This is an optimization exercise on Yosys and OpenROAD, whose aim is small area, a short achievable clock period and few clock cycles, not a production implementation.
RTL that was checked went through simulation tests only; none was proved equivalent to the original.
No activity file was given, so power comes from the tool's default toggle rates.

==> inputs of build 34 <==
## cobs_crc_frame_receiver_core
module cobs_crc_frame_receiver_core (
  input  logic       clk,
  input  logic       rst,
  input  logic       s_axis_tvalid,
  output logic       s_axis_tready,
  input  logic [7:0] s_axis_tdata,   
  input  logic [0:0] s_axis_tuser,   
  output logic       m_axis_tvalid,
  input  logic       m_axis_tready,
  output logic [7:0] m_axis_tdata,   
  output logic [7:0] m_axis_tuser,   
  output logic       m_axis_tlast
);
  logic       rdy_q;
  logic       acc;
  logic       in_v;
  logic       in_r;
  logic [7:0] in_b;
  logic       sk_v;
  logic       sk_r;
  logic [7:0] sk_b;
  logic       hold;
  logic       proc;
  logic       in_v_n;
  logic       sk_v_n;
  assign s_axis_tready = rdy_q;
  assign acc  = s_axis_tvalid && rdy_q;
  assign proc = in_v && !hold;
  always_comb begin
    in_v_n = in_v;
    sk_v_n = sk_v;
    if (proc || !in_v) begin
      in_v_n = sk_v || acc;
      sk_v_n = sk_v && acc;
    end else if (acc) begin
      sk_v_n = 1'b1;
    end
  end
  always_ff @(posedge clk) begin
    if (rst) begin
      in_v  <= 1'b0;
      sk_v  <= 1'b0;
  ...
Settings: LEC_CHECK=0, CAP_MARGIN=20, CORE_MARGIN=2, CORE_UTILIZATION=40, SETUP_SLACK_MARGIN=5, SLEW_MARGIN=20; clock period 8.0 ns.
run.sh (not shown) runs the stock make flow with config.mk's settings and CLKGATE_MAP_FILE= SYNTH_SCRIPT=/design/flow/synth_recipe.tcl, a recipe that flattens the netlist after the stock synthesis.
==> trial 72: changes against build 34 <==
SETUP_SLACK_MARGIN = unset   (was 5)
==> build 56: changes against build 34 <==
--- a/flow/design.v
+++ b/flow/design.v
@@ -159,24 +159,29 @@
   input  logic       in_v,
   input  logic       wr_ok,        
   input  logic       q_full,       
   output logic       hold,         
   input  logic       in_r,
   input  logic [7:0] in_b,
+  input  logic       in_z,         
+  input  logic       in_one,       
   output logic       wr_en,        
   output logic       wr_start,     
   output logic [7:0] wr_data,
   output logic       commit,       
   output logic       drop,         
   output logic       doom,         
   output logic       push,         
   output logic [6:0] desc
 );
   logic        sync;
   logic [7:0]  ecnt;     
   logic [7:0]  rem;      
+  logic        rem_z;    
+  logic        ecnt_nz;  
+  logic        lrem_nz;  
   logic        dst;      
   logic [2:0]  kind;
   logic [5:0]  lrem;     
   logic        over;     
   logic        cok;      
   logic [4:0]  m12;
@@ -185,44 +190,44 @@
   logic v, wr_need, push_need;
   logic is_zero, ev_resync, ev_delim, ev_data, ev_ovf, ev_store, ev_close;
   logic is_code, d_emit, frame_rst, crc_feed;
   logic [7:0] d;
   logic [3:0] st;
   logic [2:0] st_kind;
-  assign is_zero   = (in_b == 8'd0);
+  assign is_zero   = in_z;
   assign wr_need   = !in_r && !is_zero && sync && !ecnt[7] &&
-                     (!is_code || (ecnt != 8'd0)) && (!dst || (lrem != 6'd0));
-  assign push_need = !in_r && ((is_zero && sync && (ecnt != 8'd0)) || (!is_zero && sync && ecnt[7]));
+                     (!is_code || ecnt_nz) && (!dst || lrem_nz);
+  assign push_need = !in_r && sync && (is_zero ? ecnt_nz : ecnt[7]);
   assign hold      = in_v && ((wr_need && !wr_ok) || (push_need && q_full));
   assign v         = in_v && !hold;
   assign ev_resync = v && in_r;
   assign ev_delim  = v && !in_r && is_zero;
   assign ev_data   = v && !in_r && !is_zero && sync;
   assign ev_ovf    = ev_data && ecnt[7];
   assign ev_store  = ev_data && !ecnt[7];
-  assign ev_close  = ev_delim && sync && (ecnt != 8'd0);
+  assign ev_close  = ev_delim && sync && ecnt_nz;
   assign frame_rst = ev_resync || ev_delim || ev_ovf;
-  assign is_code   = (rem == 8'd0);
-  assign d_emit    = ev_store && (!is_code || (ecnt != 8'd0));
+  assign is_code   = rem_z;
+  assign d_emit    = ev_store && (!is_code || ecnt_nz);
   assign d         = is_code ? 8'd0 : in_b;
   assign crc_feed  = d_emit && (!dst || (lrem > 6'd2));
-  assign wr_en     = d_emit && (!dst || (lrem != 6'd0));
+  assign wr_en     = d_emit && (!dst || lrem_nz);
   assign wr_data   = d;
   assign wr_start  = !dst;
-  assign doom      = d_emit && dst && (lrem == 6'd0);
+  assign doom      = d_emit && dst && !lrem_nz;
   always_comb begin
     st_kind = 3'd0;
     if (!is_code)                                   st = 4'd5;
     else if (m12 == ccfr_pkg::M12_DONE_A)           st = 4'd1;
     else if (m12 == ccfr_pkg::M12_DONE_B)           st = 4'd2;
     else if (m34 == ccfr_pkg::M34_DONE_A)           st = 4'd3;
     else if (m34 == ccfr_pkg::M34_DONE_B)           st = 4'd4;
     else if (!dst)                                  st = 4'd6;
     else begin
       st_kind = kind;
-      if (over || (lrem != 6'd0))                   st = 4'd6;
+      if (over || lrem_nz)                          st = 4'd6;
       else if (!cok)                                st = 4'd7;
       else                                          st = 4'd0;
     end
   end
   assign push   = ev_close || ev_ovf;
   assign desc   = ev_ovf ? {3'd0, 4'd8} : {st_kind, st};
@@ -243,36 +248,43 @@
     end else if (ev_delim) begin
       sync <= 1'b1;
     end
   end
   always_ff @(posedge clk) begin
     if (rst || frame_rst) begin
-      ecnt <= 8'd0;
-      rem  <= 8'd0;
+      ecnt    <= 8'd0;
+      ecnt_nz <= 1'b0;
+      rem     <= 8'd0;
+      rem_z   <= 1'b1;
       dst  <= 1'b0;
       over <= 1'b0;
       m12  <= '0;
       m34  <= '0;
     end else if (ev_store) begin
-      ecnt <= ecnt + 8'd1;
+      ecnt    <= ecnt + 8'd1;
+      ecnt_nz <= 1'b1;
       if (is_code) begin
-        rem <= in_b - 8'd1;
+        rem   <= in_b - 8'd1;
+        rem_z <= in_one;
       end else begin
-        rem <= rem - 8'd1;
+        rem   <= rem - 8'd1;
+        rem_z <= (rem == 8'd1);
       end
       if (d_emit) begin
         m12 <= ccfr_pkg::m12_next(m12, d);
         m34 <= ccfr_pkg::m34_next(m34, d);
         if (!dst) begin
           dst  <= 1'b1;
           kind <= d[2:0];
-          lrem <= ccfr_pkg::kind_len_m1(d[2:0]);
-        end else if (lrem == 6'd0) begin
+          lrem    <= ccfr_pkg::kind_len_m1(d[2:0]);
+          lrem_nz <= 1'b1;
+        end else if (!lrem_nz) begin
           over <= 1'b1;
         end else begin
-          lrem <= lrem - 6'd1;
+          lrem    <= lrem - 6'd1;
+          lrem_nz <= (lrem != 6'd1);
         end
         if (dst && (lrem == 6'd2)) cok <= (d == crc[7:0]);
         if (dst && (lrem == 6'd1)) cok <= cok && (d == crc[15:8]);
       end
     end
   end
@@ -292,12 +304,15 @@
 );
   logic       rdy_q;
   logic       acc;
   logic       in_v;
   logic       in_r;
   logic [7:0] in_b;
+  logic       in_z;
+  logic       in_one;
+  logic [7:0] in_b_n;
   logic       sk_v;
   logic       sk_r;
   logic [7:0] sk_b;
   logic       hold;
   logic       proc;
   logic       in_v_n;
@@ -312,25 +327,28 @@
       in_v_n = sk_v || acc;
       sk_v_n = sk_v && acc;
     end else if (acc) begin
       sk_v_n = 1'b1;
     end
   end
+  assign in_b_n = sk_v ? sk_b : s_axis_tdata;
   always_ff @(posedge clk) begin
     if (rst) begin
       in_v  <= 1'b0;
       sk_v  <= 1'b0;
       rdy_q <= 1'b1;
     end else begin
       in_v  <= in_v_n;
       sk_v  <= sk_v_n;
       rdy_q <= !(in_v_n && sk_v_n);
     end
     if (proc || !in_v) begin
-      in_b <= sk_v ? sk_b : s_axis_tdata;
-      in_r <= sk_v ? sk_r : s_axis_tuser[0];
+      in_b   <= in_b_n;
+      in_z   <= (in_b_n == 8'd0);
+      in_one <= (in_b_n == 8'd1);
+      in_r   <= sk_v ? sk_r : s_axis_tuser[0];
     end
     if (!sk_v || proc) begin
       sk_b <= s_axis_tdata;
       sk_r <= s_axis_tuser[0];
     end
   end
@@ -350,12 +368,14 @@
     .in_v      (in_v),
     .wr_ok     (wr_ok),
     .q_full    (q_full),
     .hold      (hold),
     .in_r      (in_r),
     .in_b      (in_b),
+    .in_z      (in_z),
+    .in_one    (in_one),
     .wr_en     (wr_en),
     .wr_start  (wr_start),
     .wr_data   (wr_data),
     .commit    (commit),
     .drop      (drop),
     .doom      (doom),
@@ -438,13 +458,13 @@
     end
   end
   logic live;
   logic full;
   logic sync_w;
   assign live   = oact || g0 || g1 || fw;
-  assign full   = oact ? (head == rs) : g0 ? (head == dq0[13:7]) : g1 ? (head == dq1[13:7]) : 1'b0;
+  assign full   = (oact && (rs == ph)) || (g0 && (dq0[13:7] == ph)) || (g1 && (dq1[13:7] == ph));
   assign sync_w = (ph == head) && !full;
   assign wr_ok  = sync_w || (wr_start && !live);
   always_ff @(posedge clk) begin
     if (rst) begin
       ph   <= '0;
       head <= '0;
==> comparison table <==
Instance area at placement: trial 72 22710 um2; build 34 22770 um2; build 56 22720 um2
Clock transition time at the flip-flop clock pins of the worst setup and hold paths: trial 72 80 ps; build 34 60 ps; build 56 70 ps
Outcome: trial 72 complete, no violations; build 34 complete, no violations; build 56 complete, no violations
Average cell area after synthesis: trial 72 12.33 um2; build 34 12.33 um2; build 56 12.25 um2
Yosys top cell area share: trial 72 0.5475; build 34 0.5475; build 56 0.5506
Non-clock buffering overhead: trial 72 0.01748; build 34 0.03720; build 56 0.03471
Fraction of layout cells with a size suffix above 1: trial 72 0.1095; build 34 0.1851; build 56 0.1504
Leak Pwr: trial 72 9.301 nW; build 34 9.887 nW; build 56 9.636 nW
Worst slew slack as a fraction of its limit: trial 72 0.2693; build 34 0.3869; build 56 0.4478
Starting Density: trial 72 0.4050; build 34 0.4050; build 56 0.4040
Half-perimeter wire length after placement: trial 72 30.25 mm; build 34 30.36 mm; build 56 29.50 mm
Area taken by multi-input logic gates: trial 72 6538 um2; build 34 7191 um2; build 56 6705 um2
Final critical-path setup slack: trial 72 3743 ps; build 34 4880 ps; build 56 5002 ps
Top achievable clock speed: trial 72 234.9 MHz; build 34 320.5 MHz; build 56 333.5 MHz
Global-route wire length before repair: trial 72 72.02 mm; build 34 74.52 mm; build 56 73.61 mm
End point of the worst hold path: trial 72 u_ram.ring[42][0]; build 34 u_ram.ring[28][2]; build 56 u_ram.ring[58][3]
Number of buffers outside the clock class in the layout: trial 72 48; build 34 114; build 56 96
Post-place setup slack: trial 72 3427 ps; build 34 3580 ps; build 56 3505 ps
Testbench counts of build 34, summed over its fixed seeds: cycles 15,433.
Testbench counts of trial 72, summed over its fixed seeds: cycles 15,433.
Testbench counts of build 56, summed over its fixed seeds: cycles 15,433.

==> trial 18 <==
Another version of the RTL of cobs_crc_frame_receiver_core (not shown whole).
## cobs_crc_frame_receiver_core
module cobs_crc_frame_receiver_core (
  input  logic       clk,
  input  logic       rst,
  input  logic       s_axis_tvalid,
  output logic       s_axis_tready,
  input  logic [7:0] s_axis_tdata,   
  input  logic [0:0] s_axis_tuser,   
  output logic       m_axis_tvalid,
  input  logic       m_axis_tready,
  output logic [7:0] m_axis_tdata,   
  output logic [7:0] m_axis_tuser,   
  output logic       m_axis_tlast
);
==> module cobs_crc_frame_receiver_core, before the edit <==
module cobs_crc_frame_receiver_core (
  input  logic       clk,
  input  logic       rst,
  input  logic       s_axis_tvalid,
  output logic       s_axis_tready,
  input  logic [7:0] s_axis_tdata,   
  input  logic [0:0] s_axis_tuser,   
  output logic       m_axis_tvalid,
  input  logic       m_axis_tready,
  output logic [7:0] m_axis_tdata,   
  output logic [7:0] m_axis_tuser,   
  output logic       m_axis_tlast
);
  logic       rdy_q;
  logic       acc;
  logic       in_v;
  logic       in_r;
  logic [7:0] in_b;
  logic       in_z;
  logic       in_one;
  logic [7:0] in_b_n;
  logic       sk_v;
  logic       sk_r;
  logic [7:0] sk_b;
  logic       hold;
  logic       proc;
  logic       in_v_n;
  logic       sk_v_n;
  assign s_axis_tready = rdy_q;
  assign acc  = s_axis_tvalid && rdy_q;
  assign proc = in_v && !hold;
  always_comb begin
    in_v_n = in_v;
    sk_v_n = sk_v;
    if (proc || !in_v) begin
      in_v_n = sk_v || acc;
      sk_v_n = sk_v && acc;
    end else if (acc) begin
      sk_v_n = 1'b1;
    end
  end
  assign in_b_n = sk_v ? sk_b : s_axis_tdata;
  always_ff @(posedge clk) begin
    if (rst) begin
      in_v  <= 1'b0;
      sk_v  <= 1'b0;
      rdy_q <= 1'b1;
    end else begin
      in_v  <= in_v_n;
      sk_v  <= sk_v_n;
      rdy_q <= !(in_v_n && sk_v_n);
    end
    if (proc || !in_v) begin
      in_b   <= in_b_n;
      in_z   <= (in_b_n == 8'd0);
      in_one <= (in_b_n == 8'd1);
      in_r   <= sk_v ? sk_r : s_axis_tuser[0];
    end
    if (!sk_v || proc) begin
      sk_b <= s_axis_tdata;
      sk_r <= s_axis_tuser[0];
    end
  end
  logic       wr_ok;
  logic       wr_en;
  logic       wr_start;
  logic [7:0] wr_data;
  logic       commit;
  logic       drop;
  logic       doom;
  logic       push;
  logic [6:0] desc;
  logic       q_full;
  ccfr_ctrl u_ctrl (
    .clk       (clk),
    .rst       (rst),
    .in_v      (in_v),
    .wr_ok     (wr_ok),
    .q_full    (q_full),
    .hold      (hold),
    .in_r      (in_r),
    .in_b      (in_b),
    .in_z      (in_z),
    .in_one    (in_one),
    .wr_en     (wr_en),
    .wr_start  (wr_start),
    .wr_data   (wr_data),
    .commit    (commit),
    .drop      (drop),
    .doom      (doom),
    .push      (push),
    .desc      (desc)
  );
  localparam int N = 66;
  logic [6:0] ph;        
  logic [6:0] ph_n;      
  logic [6:0] head;      
  logic [6:0] fs;        
  logic       fw;        
  logic [7:0] rd_data;
  function automatic logic [6:0] inc(input logic [6:0] a);
    inc = (a == 7'(N - 1)) ? 7'd0 : a + 7'd1;
  endfunction
  assign ph_n = inc(ph);
  ccfr_ram #(.WIDTH(8), .DEPTH(N)) u_ram (
    .clk   (clk),
    .we    (wr_en),
    .wdata (wr_data),
    .rdata (rd_data)
  );
  logic [13:0] dq0, dq1;
  logic [1:0]  dcnt;
  logic        pop;
  always_ff @(posedge clk) begin
    if (rst) begin
      dcnt <= 2'd0;
    end else begin
      dcnt <= dcnt + {1'b0, push} - {1'b0, pop};
    end
    if (pop) begin
      dq0 <= (push && dcnt == 2'd1) ? {fs, desc} : dq1;
    end else if (push && dcnt == 2'd0) begin
      dq0 <= {fs, desc};
    end
    if (push && (dcnt == (pop ? 2'd2 : 2'd1))) dq1 <= {fs, desc};
  end
  assign q_full = dcnt[1];
  logic       adv;
  logic       oact;      
  logic [6:0] rs;        
  logic [5:0] orem;      
  logic       g0, g1;
  logic       start_frame;
  logic       emit;
  assign g0          = (dcnt != 2'd0) && (dq0[3:0] == 4'd0);
  assign g1          = dcnt[1] && (dq1[3:0] == 4'd0);
  assign adv         = !m_axis_tvalid || m_axis_tready;
  assign start_frame = adv && !oact && g0 && (dq0[13:7] == ph_n);
  assign emit        = adv && oact && (rs == ph_n);
  assign pop         = adv && !oact && (dcnt != 2'd0) && (!g0 || (dq0[13:7] == ph_n));
  always_ff @(posedge clk) begin
    if (rst) begin
      m_axis_tvalid <= 1'b0;
      oact          <= 1'b0;
    end else if (adv) begin
      m_axis_tvalid <= pop || emit;
      if (start_frame) oact <= 1'b1;
      else if (emit && orem == 6'd1) oact <= 1'b0;
    end
  end
  always_ff @(posedge clk) begin
    if (emit) begin
      m_axis_tdata <= rd_data;
      m_axis_tlast <= (orem == 6'd1);
      orem         <= orem - 6'd1;
      rs           <= inc(rs);
    end else if (start_frame) begin
      m_axis_tdata <= rd_data;
      m_axis_tuser <= {1'b1, dq0[6:4], 4'd0};
      m_axis_tlast <= 1'b0;
      orem         <= ccfr_pkg::kind_len_m1(dq0[6:4]);
      rs           <= inc(ph_n);
    end else if (pop) begin
      m_axis_tdata <= 8'd0;
      m_axis_tuser <= {1'b0, dq0[6:0]};
      m_axis_tlast <= 1'b1;
    end
  end
  logic live;
  logic full;
  logic sync_w;
  assign live   = oact || g0 || g1 || fw;
  assign full   = (oact && (rs == ph)) || (g0 && (dq0[13:7] == ph)) || (g1 && (dq1[13:7] == ph));
  assign sync_w = (ph == head) && !full;
  assign wr_ok  = sync_w || (wr_start && !live);
  always_ff @(posedge clk) begin
    if (rst) begin
      ph   <= '0;
      head <= '0;
      fw   <= 1'b0;
    end else begin
      ph <= ph_n;
      if (drop || commit || doom) fw <= 1'b0;
      else if (wr_en)     fw <= 1'b1;
      if (wr_en || ((!fw || drop || commit || doom) && (sync_w || !live))) head <= ph_n;
    end
    if (wr_en && wr_start) fs <= ph;
  end
endmodule
Settings: LEC_CHECK=0, CAP_MARGIN=20, CORE_MARGIN=2, CORE_UTILIZATION=40, CTS_BUF_LIST=sky130_fd_sc_hd__clkbuf_8, CTS_CLUSTER_DIAMETER=50, CTS_CLUSTER_SIZE=15, SETUP_SLACK_MARGIN=5, SLEW_MARGIN=20; clock period 8.0 ns.
==> build 12: changes against trial 18 <==
--- a/flow/design.v
+++ b/flow/design.v
@@ -30,80 +30,78 @@
   localparam logic [6:0] RSP4_DONE = 7'd77;
   function automatic logic [8:0] rsp_exp(input logic [6:0] s);
     logic [8:0] r;
-    case (s)
-      7'd1: r = {1'b1, 8'h6F};
-      7'd2: r = {1'b1, 8'h6D};
-      7'd3: r = {1'b1, 8'h6D};
-      7'd4: r = {1'b1, 8'h61};
-      7'd5: r = {1'b1, 8'h6E};
-      7'd6: r = {1'b1, 8'h64};
-      7'd7: r = {1'b1, 8'h20};
-      7'd9: r = {1'b1, 8'h75};
-      7'd10: r = {1'b1, 8'h63};
-      7'd11: r = {1'b1, 8'h63};
-      7'd12: r = {1'b1, 8'h65};
-      7'd13: r = {1'b1, 8'h65};
-      7'd14: r = {1'b1, 8'h64};
-      7'd15: r = {1'b1, 8'h2E};
-      7'd16: r = {1'b1, 8'h0D};
-      7'd17: r = {1'b1, 8'h0A};
-      7'd19: r = {1'b1, 8'h61};
-      7'd20: r = {1'b1, 8'h69};
-      7'd21: r = {1'b1, 8'h6C};
-      7'd22: r = {1'b1, 8'h65};
-      7'd23: r = {1'b1, 8'h64};
-      7'd24: r = {1'b1, 8'h2E};
-      7'd25: r = {1'b1, 8'h0D};
-      7'd26: r = {1'b1, 8'h0A};
-      7'd28: r = {1'b1, 8'h68};
-      7'd29: r = {1'b1, 8'h69};
-      7'd30: r = {1'b1, 8'h73};
-      7'd31: r = {1'b1, 8'h20};
-      7'd32: r = {1'b1, 8'h63};
-      7'd33: r = {1'b1, 8'h6F};
-      7'd34: r = {1'b1, 8'h6D};
-      7'd35: r = {1'b1, 8'h6D};
-      7'd36: r = {1'b1, 8'h61};
-      7'd37: r = {1'b1, 8'h6E};
-      7'd38: r = {1'b1, 8'h64};
-      7'd39: r = {1'b1, 8'h20};
-      7'd40: r = {1'b1, 8'h69};
-      7'd41: r = {1'b1, 8'h73};
-      7'd42: r = {1'b1, 8'h20};
-      7'd44: r = {1'b1, 8'h72};
-      7'd45: r = {1'b1, 8'h72};
-      7'd46: r = {1'b1, 8'h6F};
-      7'd47: r = {1'b1, 8'h6E};
-      7'd48: r = {1'b1, 8'h65};
-      7'd49: r = {1'b1, 8'h6F};
-      7'd50: r = {1'b1, 8'h75};
-      7'd51: r = {1'b1, 8'h73};
-      7'd52: r = {1'b1, 8'h2E};
-      7'd53: r = {1'b1, 8'h0D};
-      7'd54: r = {1'b1, 8'h0A};
-      7'd56: r = {1'b1, 8'h6F};
-      7'd57: r = {1'b1, 8'h74};
-      7'd58: r = {1'b1, 8'h20};
-      7'd59: r = {1'b1, 8'h69};
-      7'd60: r = {1'b1, 8'h6D};
-      7'd61: r = {1'b1, 8'h70};
-      7'd62: r = {1'b1, 8'h6C};
-      7'd63: r = {1'b1, 8'h65};
-      7'd64: r = {1'b1, 8'h6D};
-      7'd65: r = {1'b1, 8'h65};
-      7'd66: r = {1'b1, 8'h6E};
-      7'd67: r = {1'b1, 8'h74};
-      7'd68: r = {1'b1, 8'h65};
-      7'd69: r = {1'b1, 8'h64};
-      7'd70: r = {1'b1, 8'h20};
-      7'd71: r = {1'b1, 8'h79};
-      7'd72: r = {1'b1, 8'h65};
-      7'd73: r = {1'b1, 8'h74};
-      7'd74: r = {1'b1, 8'h2E};
-      7'd75: r = {1'b1, 8'h0D};
-      7'd76: r = {1'b1, 8'h0A};
-      default: r = 9'h000;
-    endcase
+    r = 9'h000;
+    r = r | ({9{s == 7'd1}} & {1'b1, 8'h6F});
+    r = r | ({9{s == 7'd2}} & {1'b1, 8'h6D});
+    r = r | ({9{s == 7'd3}} & {1'b1, 8'h6D});
+    r = r | ({9{s == 7'd4}} & {1'b1, 8'h61});
+    r = r | ({9{s == 7'd5}} & {1'b1, 8'h6E});
+    r = r | ({9{s == 7'd6}} & {1'b1, 8'h64});
+    r = r | ({9{s == 7'd7}} & {1'b1, 8'h20});
+    r = r | ({9{s == 7'd9}} & {1'b1, 8'h75});
+    r = r | ({9{s == 7'd10}} & {1'b1, 8'h63});
+    r = r | ({9{s == 7'd11}} & {1'b1, 8'h63});
+    r = r | ({9{s == 7'd12}} & {1'b1, 8'h65});
+    r = r | ({9{s == 7'd13}} & {1'b1, 8'h65});
+    r = r | ({9{s == 7'd14}} & {1'b1, 8'h64});
+    r = r | ({9{s == 7'd15}} & {1'b1, 8'h2E});
+    r = r | ({9{s == 7'd16}} & {1'b1, 8'h0D});
+    r = r | ({9{s == 7'd17}} & {1'b1, 8'h0A});
+    r = r | ({9{s == 7'd19}} & {1'b1, 8'h61});
+    r = r | ({9{s == 7'd20}} & {1'b1, 8'h69});
+    r = r | ({9{s == 7'd21}} & {1'b1, 8'h6C});
+    r = r | ({9{s == 7'd22}} & {1'b1, 8'h65});
+    r = r | ({9{s == 7'd23}} & {1'b1, 8'h64});
+    r = r | ({9{s == 7'd24}} & {1'b1, 8'h2E});
+    r = r | ({9{s == 7'd25}} & {1'b1, 8'h0D});
+    r = r | ({9{s == 7'd26}} & {1'b1, 8'h0A});
+    r = r | ({9{s == 7'd28}} & {1'b1, 8'h68});
+    r = r | ({9{s == 7'd29}} & {1'b1, 8'h69});
+    r = r | ({9{s == 7'd30}} & {1'b1, 8'h73});
+    r = r | ({9{s == 7'd31}} & {1'b1, 8'h20});
+    r = r | ({9{s == 7'd32}} & {1'b1, 8'h63});
+    r = r | ({9{s == 7'd33}} & {1'b1, 8'h6F});
+    r = r | ({9{s == 7'd34}} & {1'b1, 8'h6D});
+    r = r | ({9{s == 7'd35}} & {1'b1, 8'h6D});
+    r = r | ({9{s == 7'd36}} & {1'b1, 8'h61});
+    r = r | ({9{s == 7'd37}} & {1'b1, 8'h6E});
+    r = r | ({9{s == 7'd38}} & {1'b1, 8'h64});
+    r = r | ({9{s == 7'd39}} & {1'b1, 8'h20});
+    r = r | ({9{s == 7'd40}} & {1'b1, 8'h69});
+    r = r | ({9{s == 7'd41}} & {1'b1, 8'h73});
+    r = r | ({9{s == 7'd42}} & {1'b1, 8'h20});
+    r = r | ({9{s == 7'd44}} & {1'b1, 8'h72});
+    r = r | ({9{s == 7'd45}} & {1'b1, 8'h72});
+    r = r | ({9{s == 7'd46}} & {1'b1, 8'h6F});
+    r = r | ({9{s == 7'd47}} & {1'b1, 8'h6E});
+    r = r | ({9{s == 7'd48}} & {1'b1, 8'h65});
+    r = r | ({9{s == 7'd49}} & {1'b1, 8'h6F});
+    r = r | ({9{s == 7'd50}} & {1'b1, 8'h75});
+    r = r | ({9{s == 7'd51}} & {1'b1, 8'h73});
+    r = r | ({9{s == 7'd52}} & {1'b1, 8'h2E});
+    r = r | ({9{s == 7'd53}} & {1'b1, 8'h0D});
+    r = r | ({9{s == 7'd54}} & {1'b1, 8'h0A});
+    r = r | ({9{s == 7'd56}} & {1'b1, 8'h6F});
+    r = r | ({9{s == 7'd57}} & {1'b1, 8'h74});
+    r = r | ({9{s == 7'd58}} & {1'b1, 8'h20});
+    r = r | ({9{s == 7'd59}} & {1'b1, 8'h69});
+    r = r | ({9{s == 7'd60}} & {1'b1, 8'h6D});
+    r = r | ({9{s == 7'd61}} & {1'b1, 8'h70});
+    r = r | ({9{s == 7'd62}} & {1'b1, 8'h6C});
+    r = r | ({9{s == 7'd63}} & {1'b1, 8'h65});
+    r = r | ({9{s == 7'd64}} & {1'b1, 8'h6D});
+    r = r | ({9{s == 7'd65}} & {1'b1, 8'h65});
+    r = r | ({9{s == 7'd66}} & {1'b1, 8'h6E});
+    r = r | ({9{s == 7'd67}} & {1'b1, 8'h74});
+    r = r | ({9{s == 7'd68}} & {1'b1, 8'h65});
+    r = r | ({9{s == 7'd69}} & {1'b1, 8'h64});
+    r = r | ({9{s == 7'd70}} & {1'b1, 8'h20});
+    r = r | ({9{s == 7'd71}} & {1'b1, 8'h79});
+    r = r | ({9{s == 7'd72}} & {1'b1, 8'h65});
+    r = r | ({9{s == 7'd73}} & {1'b1, 8'h74});
+    r = r | ({9{s == 7'd74}} & {1'b1, 8'h2E});
+    r = r | ({9{s == 7'd75}} & {1'b1, 8'h0D});
+    r = r | ({9{s == 7'd76}} & {1'b1, 8'h0A});
     rsp_exp = r;
   endfunction
   function automatic logic [6:0] rsp_next(input logic [6:0] s, input logic [7:0] b);
@@ -444,7 +442,7 @@
       m_axis_tdata <= rd_data;
       m_axis_tlast <= (orem == 6'd1);
       orem         <= orem - 6'd1;
-      rs           <= inc(rs);
+      rs           <= inc(ph_n);
     end else if (start_frame) begin
       m_axis_tdata <= rd_data;
       m_axis_tuser <= {1'b1, dq0[6:4], 4'd0};
Settings changed: CORE_UTILIZATION 40 to 65, PLACE_DENSITY set to 0.75.
==> build 30: changes against trial 18 <==
Settings changed: CTS_CLUSTER_DIAMETER 50 to 60, CTS_CLUSTER_SIZE 15 to 20.
==> comparison <==
- The lowest via count belongs to build 30, the highest to build 12.
- The highest non-clock buffer count belongs to trial 18, the lowest to build 12.
- The lowest utilization belongs to build 30, the highest to build 12.
- Between build 30 and trial 18, the lower routed wire length is in build 30 (gap about 0.9%, measured against trial 18).
- In build 12 the critical path depth is higher than in trial 18, by 1.
- Design area: build 12 < build 30 < trial 18.
- Sequential share of layout area, highest first: build 12, build 30, trial 18.
No functional check of the RTL was part of any run of this note.

[port drivers added, routing unchanged]
In the flow no input, the clock included, has a driving cell. The finished layouts below were timed again as built, in two steps. Step 1 (the two cells are an assumption about what drives the block):
set clk [get_ports {clk}]
set_driving_cell -lib_cell sky130_fd_sc_hd__clkbuf_16 $clk
set_driving_cell -lib_cell sky130_fd_sc_hd__buf_2 [delete_from_list [all_inputs] $clk]
Step 2 adds t to the input delays and takes it off the output delays; t is the mean of the earliest and latest rising clock arrival at the registers after step 1. Input paths then give back, and output paths get back, about the clock's delay inside the block. a / b / c = ideal / step 1 / step 2; a / b = the first two.
run | shift t [ns] | setup slack, ns | worst setup path at the end
build 34 | 0.643 | 4.880 / 4.880 / 4.476 | input to register
trial 72 | 0.665 | 3.743 / 3.743 / 3.743 | register to register
build 56 | 0.642 | 5.002 / 4.997 / 4.503 | input to register
trial 18 | 0.729 | 4.572 / 4.572 / 4.004 | input to register
build 12 | 0.663 | 4.720 / 4.720 / 4.252 | input to register
build 30 | 0.696 | 4.430 / 4.430 / 3.874 | input to register
After both steps every run listed still meets setup and hold. The setup slack of trial 18, which loses most, moves by 0.000 ns with the drivers and by -0.568 ns with both steps.
